What follows belongs to an exercise in optimizing a design on an open flow for a short achievable clock period and few clock cycles per item; a production flow would make more cautious choices.
Function was checked by simulation only, so behaviour that the tests miss may differ from the original.
No activity file was given, so power comes from the tool's default toggle rates.

==> flow/design.v (excerpt) <==
module cache_top
(
    input  logic                            clk,
    input  logic                            proc_reset,
    input  logic                            proc_read,
    input  logic                            proc_write,
    input  logic [30-1:0]     proc_addr,
    input  cache_pkg::word_t                           proc_wdata,
    output cache_pkg::word_t                           proc_rdata,
    output logic                            proc_stall,
    output logic                            mem_read,
    output logic                            mem_write,
    output logic [(30 - 2)-1:0] mem_addr,
    output cache_pkg::line_t                           mem_wdata,
    input  cache_pkg::line_t                           mem_rdata,
    input  logic                            mem_ready
);
    cache_pkg::proc_addr_t addr;
    logic [8-1:0] line_hit_n;
    logic [8-1:0] dirty_bits;
    logic [8*(30 - 3 - 2)-1:0] tags;
    logic  word_write_en;
    logic  refill_en;
    logic  wb_done;
    logic  mru_hit;
    logic  load_mru;
    assign addr = cache_pkg::proc_addr_t'(proc_addr);
    cache_tag_store u_tag_store (
        .clk          (clk),
        .proc_reset   (proc_reset),
        .addr         (addr),
        .word_write_en(word_write_en),
        .refill_en    (refill_en),
        .wb_done      (wb_done),
        .refill_dirty (proc_write),
        .load_mru     (load_mru),
        .mru_hit      (mru_hit),
        .line_hit_n   (line_hit_n),
        .dirty_bits   (dirty_bits),
        .tags         (tags)
    );
    cache_data_store u_data_store (
        .clk          (clk),
        .addr         (addr),
        .wdata        (proc_wdata),
        .word_write_en(word_write_en),
        .refill_en    (refill_en),
        .refill_write (proc_write),
        .load_mru     (load_mru),
        .mem_ready    (mem_ready),
  ...
export LEC_CHECK = 0
export ABC_CLOCK_PERIOD_IN_PS = 1000
export CAP_MARGIN = 20
export CORE_MARGIN = 2
export CORE_UTILIZATION = 40
export SETUP_SLACK_MARGIN = 2.5
export SLEW_MARGIN = 20
export SYNTH_HIERARCHICAL = 1
export TNS_END_PERCENT = 20
create_clock -name core_clock -period 6.0 [get_ports {clk}]
standard.sh (not shown) runs the stock make flow with config.mk's settings and CLKGATE_MAP_FILE= SYNTH_SCRIPT=/design/flow/synth_recipe.tcl, a recipe that flattens the netlist after the stock synthesis.
==> flow/flow/run.sh <==
#!/bin/bash
# The standard layout (standard.sh, synthesis unchanged) with three
# changes: the port buffers are a plain buffer cell instead of the delay cell
# that buffer_ports picks on its own; the resizer may change a gate's
# footprint when it sizes it; and after global routing a greedy pass
# (upsize.tcl) gives the cells on the worst paths their best drive strength.
# The make output goes to flow.log here; each ORFS step keeps its own log
# under orfs/logs.
set -uo pipefail
here=$(cd "$(dirname "$0")" && pwd)
export BUFFER_PORTS_ARGS="-buffer_cell sky130_fd_sc_hd__buf_8"
export POST_GLOBAL_ROUTE_TCL="$here/post_grt.tcl"
bash standard.sh MATCH_CELL_FOOTPRINT=0 finish > flow.log 2>&1
==> flow/flow/post_grt.tcl <==
# After global routing and ORFS's own repair: give the cells on the worst
# paths their best drive strength with the global routing parasitics, then
# legalize, route the changed nets again and rewrite the route guides for
# detailed routing.
source [file join [file dirname [info script]] upsize.tcl]
estimate_parasitics -global_routing
report_worst_slack -max
ups_run 2 80
global_route -start_incremental
detailed_placement
global_route -end_incremental
check_placement -verbose
estimate_parasitics -global_routing
report_worst_slack -max
write_guides $::env(RESULTS_DIR)/route.guide
Other scripts of this flow, unchanged in this note and not shown: flow/flow/upsize.tcl
The first run completed with no timing, DRC or antenna violations.
Testbench counts at the start, summed over its fixed seeds: cycles 77,759, accesses 32,000.
Change:
- CORE_UTILIZATION: 40 -> 50
What happened: Worst setup slack gains 0.11 ns; sequential share of layout area increases by 1.4 points; clock power decreases by about 3.7%.
Change:
- CORE_UTILIZATION: 50 -> 45
=> Die area went up by 11%. Clock skew grows by 0.013 ns. Register-to-register slack is worse by 0.08 ns. Area after synthesis is unchanged. Cell count increases by 3.8%. Power is higher by 3.2%. Non-clock buffer count went up by 98. Global-route usage goes down by 1.4 points. Fmax went down by 4.6%. Routed wire length is higher by 4.8%. Cell area goes up by 1.9%.
Change:
--- a/flow/flow/post_grt.tcl
+++ b/flow/flow/post_grt.tcl
@@ -6,5 +6,5 @@
 estimate_parasitics -global_routing
 report_worst_slack -max
-ups_run 2 80
+ups_run 3 80
 global_route -start_incremental
 detailed_placement
- CORE_UTILIZATION: 45 -> 50
- PLACE_DENSITY: not set -> 0.55
Outcome: The changed run completed with no timing, DRC or antenna violations; area after synthesis does not change; clock-buffer cell count came out lower by 1; wire length came out lower by 2.3%; setup slack gains 0.18 ns; cell area came out higher by 0.92%; combinational power came out lower by about 3%; die area came out lower by 9.9%; worst hold slack loses 0.017 ns.

========
Another version of the RTL of cache_top (not shown whole).
Size: roughly 390 I/O pins.
Settings: LEC_CHECK=0, ABC_CLOCK_PERIOD_IN_PS=1000, CAP_MARGIN=20, CORE_MARGIN=2, CORE_UTILIZATION=47, SETUP_SLACK_MARGIN=2.5, SLEW_MARGIN=20, SYNTH_HIERARCHICAL=1, TNS_END_PERCENT=20; clock period 6.0 ns.
Scripts as last shown in full above: flow/flow/run.sh
Other scripts of this flow, unchanged in this note and not shown: flow/flow/post_grt.tcl, flow/flow/upsize.tcl
Testbench counts at the start, summed over its fixed seeds: cycles 77,759, accesses 32,000.
Then changed:
- CORE_UTILIZATION: 47 -> 50
Outcome: Clock power grows by about 1%. Setup slack improved by 0.034 ns. Area after synthesis does not change. Clock skew shrinks by 0.013 ns. Register-to-register slack improved by 0.02 ns. Worst hold slack hardly moves. Final area grows by about 0.7%.

-- separate check: timing with driven ports --
The flow's constraints put no driver on any port. The routed layouts listed below were extracted and timed again, unchanged, in two steps. Step 1: set_driving_cell puts a clkbuf_16 on clk and a buf_2 on each other input, an assumption about the parent block. Step 2 adds t to the input delays and takes it off the output delays; t is the mean of the earliest and latest rising clock arrival at the registers after step 1. Input paths then give back, and output paths get back, about the clock's delay inside the block. Slacks: ideal / step 1 / step 2; pairs: ideal / step 1.
| run | t (ns) | slack for setup (ns) | worst setup path at the end |
|---|---|---|---|
| the first run of note 1 | 0.888 | 1.911 / 1.415 / 0.936 | input to register |
| the second run of note 1 | 0.847 | 2.021 / 1.521 / 0.885 | input to register |
| the third run of note 1 | 0.887 | 1.828 / 1.444 / 0.820 | input to register |
| the fourth run of note 1 | 0.881 | 2.009 / 1.542 / 0.909 | input to register |
| the first run of note 2 | 0.881 | 1.970 / 1.540 / 0.916 | input to register |
| the second run of note 2 | 0.883 | 2.004 / 1.371 / 0.811 | input to register |
After both steps setup and hold are still met in every run listed. The setup slack of the second run of note 2, which loses most, moves by -0.633 ns with the drivers and by -1.193 ns with both steps.
